This is an optimization exercise on Yosys and OpenROAD, whose aim is small area, a short achievable clock period and few clock cycles per item, not a production implementation.
Only simulation tests tie the RTL to the original design; equivalence was not proved.
Power is estimated from default activity; no workload was simulated.

Design rational_arith_reduce_top, start of the top module:
module rational_arith_reduce_top #(
  parameter int OPERAND_BITS = 31
) (
  input  logic        clk,
  input  logic        rst,
  input  logic        req_valid,
  output logic        req_ready,
  input  logic [2:0]  req_kind,
  input  logic [30:0] req_num_a,
  input  logic [30:0] req_den_a,
  input  logic [30:0] req_num_b,
  input  logic [30:0] req_den_b,
  output logic        res_valid,
  input  logic        res_ready,
  output logic        res_divide_by_zero,
  output logic        res_negative,
  output logic [61:0] res_whole_part,
  output logic [61:0] res_frac_numerator,
  output logic [61:0] res_frac_denominator
);
==> flow/config.mk <==
export PLATFORM = sky130hd
export DESIGN_NAME = rational_arith_reduce_top
export DESIGN_NICKNAME = rational_arith_reduce_top
export VERILOG_FILES = /design/flow/design.v
export SDC_FILE = /design/flow/constraint.sdc
export NUM_CORES = 4
export LEC_CHECK = 0
export CAP_MARGIN = 20
export CORE_MARGIN = 2
export CORE_UTILIZATION = 30
export PLACE_DENSITY = 0.45
export SETUP_SLACK_MARGIN = 5
export SLEW_MARGIN = 20
==> flow/constraint.sdc <==
create_clock -name core_clock -period 11.0 [get_ports {clk}]
set_input_delay 2.2000 -clock core_clock [delete_from_list [all_inputs] [get_ports {clk}]]
set_output_delay 2.2000 -clock core_clock [all_outputs]
set_load 0.01 [all_outputs]
run.sh (not shown) runs the stock make flow with config.mk's settings and CLKGATE_MAP_FILE= SYNTH_SCRIPT=/design/flow/synth_recipe.tcl, a recipe that flattens the netlist after the stock synthesis.
Testbench counts at the start, summed over its fixed seeds: cycles 13,591, items 384.
Then changed:
--- a/flow/design.v
+++ b/flow/design.v
@@ -239,57 +239,44 @@
   assign w0_neg = st[S_W0] ? sb_ra : n_neg;
   logic gl_ustrip, gl_vswap, gl_step, gl_plus;
   assign gl_ustrip = !ra[0];
   assign gl_vswap  = ra[0] && !rv[0];
   assign gl_step   = ra[0] && rv[0];
   assign gl_plus   = gl_step && (ra[1] ^ rv[1]);    
   always_comb begin
-    gl_plus_nx = sh_out[1] ^ rv[1];
-    if (st[S_GL]) begin
-      if (gl_ustrip)                gl_plus_nx = sh_out[1] ^ rv[1];
-      else if (gl_vswap)            gl_plus_nx = rv[1] ^ ra[1];
-      else if (gl_plus)             gl_plus_nx = u_longer ? (sh_out[1] ^ rv[1]) : (ra[1] ^ sh_out[1]);
-      else if (gl_neg && ctz_big)   gl_plus_nx = rv[1] ^ ra[1];
-      else if (gl_neg)              gl_plus_nx = sh_out[1] ^ ra[1];
-      else                          gl_plus_nx = sh_out[1] ^ rv[1];
-    end
-  end
-  always_comb begin
     if (gl_ustrip)     gl_keep_odd = !ctz_big && rv[0];
     else if (gl_vswap) gl_keep_odd = 1'b0;
     else if (gl_plus)  gl_keep_odd = !ctz_big;
     else               gl_keep_odd = gl_neg || !ctz_big;
   end
   logic sa_ra, sa_w2, sa_rw, sa_rb, sb_ra, sb_rb, sb_rv, s_sub;
   logic sb_gl;          
   logic s_long;         
   logic gl_keep_odd;    
-  logic plus_r;         
-  logic gl_plus_nx;     
   logic [AW-1:0] add_a, add_b, add_bx, sum;
   logic          add_sub;
   logic [PW-1:0] w2_a;         
   assign w2_a = {rw[PW-2:0], wb};
   always_comb begin
     add_a = ({AW{sa_ra}}                           & ra)
           | ({AW{sa_w2}}                           & {1'b0, w2_a})
           | ({AW{sa_rw}}                           & {1'b0, rw})
           | ({AW{sa_rb}}                           & {1'b0, rb});
     add_b = ({AW{sb_ra}}                           & ra)
           | ({AW{sb_rb}}                           & {1'b0, rb})
           | ({AW{sb_rv}}                           & {1'b0, rv});
-    add_sub = s_sub ^ (sb_gl & plus_r);
+    add_sub = s_sub ^ (sb_gl & (ra[1] ^ rv[1]));
   end
   assign add_bx = add_b ^ {AW{add_sub}};
   assign sum    = add_a + add_bx + AW'(add_sub);
   logic [PW-1:0] dx_raw, dx;
   logic [5:0]    ctz;
   logic          dx_zero;
   logic          sel_plus;
-  assign sel_plus = sb_gl & plus_r;
+  assign sel_plus = sb_gl & (ra[1] ^ rv[1]);
   assign dx_raw   = add_a[PW-1:0] ^ add_b[PW-1:0];
   assign dx_zero  = (dx_raw == '0);
   assign dx       = sel_plus ? {~dx_raw[PW-1:1], 1'b0} : dx_raw;
   rar_ctz #(.WIDTH(PW), .CW(6)) u_ctz (.x(dx), .count(ctz));
   logic [SHL-1:0] ctz_c;
   logic [SHL:0]   ctz_s;
   logic           ctz_big;
@@ -405,15 +392,14 @@
       s_long    <= 1'b0;
       s_sub     <= 1'b0;
       res_valid <= 1'b0;
     end else begin
       st <= nx;
       sa_ra <= (nx[S_W0] & !w0_neg) | nx[S_ES1C] | nx[S_GL];
       sb_gl <= nx[S_GL] & (st[S_G1] ? (!ctz_big & rv[0]) : (st[S_GL] & gl_keep_odd));
-      plus_r <= gl_plus_nx;
       sb_rv <= (nx[S_GL] & (st[S_G1] ? (!ctz_big & rv[0]) : (st[S_GL] & gl_keep_odd)))
              | (nx[S_E1] & (st[S_GL] ? rw[0] : (st[S_E1] & !ctz_big)))
              | (nx[S_E2] & (st[S_E1] ? rb[0] : (st[S_E2] & !ctz_big)));
       sa_w2  <= nx[S_W2];
       sb_rb  <= nx[S_W2];
       s_long <= nx[S_W0] | nx[S_W1] | nx[S_ES1] | nx[S_ES2] | nx[S_ES1C] | nx[S_ES2C];
       sa_rw <= nx[S_G1] | nx[S_E1] | nx[S_ES1] | nx[S_W1] | nx[S_ES2C];
Outcome: The new run ran to the end with no violations; final cell count hardly moves; routed wire length fell by a few percent; non-clock buffer count fell by 17; power fell by roughly a tenth; die area is about the same; design area is about the same; sequential power fell by a few percent; sequential share of layout area barely changes; first-iteration DRC count fell by a little under a tenth; critical path depth stays the same; synthesized cell count barely changes; worst hold slack got worse by 11 ps; via count fell slightly.
Testbench counts after the change, summed over its fixed seeds: cycles 13,591, items 384.

==> static timing again, ports no longer ideal <==
Ports are ideal in the flow. The routed layouts listed here were re-timed in OpenROAD. Step 1 sets driving cells, clkbuf_16 on the clock port and buf_2 on the other inputs (assumed; they add their load-dependent delay and slew). Step 2 times the ports against the registers' clock, not the clock port: input delays grow and output delays shrink by t, the midpoint of the rising clock arrivals with the driver on. Three values: no drivers, after step 1, after step 2; two values: the first two.
| run | shift t [ns] | slack for setup (ns) | hold WS [ns] | cell pins on the clock port's net |
|---|---|---|---|---|
| the first run | 0.814 | 4.671 / 4.671 / 4.589 | 0.430 / 0.430 / 0.430 | 1 |
| the second run | 0.801 | 4.933 / 4.933 / 4.373 | 0.418 / 0.418 / 0.418 | 1 |
After both steps every run listed still meets setup and hold. The setup slack of the second run, which loses most, moves by 0.000 ns with the drivers and by -0.560 ns with both steps.
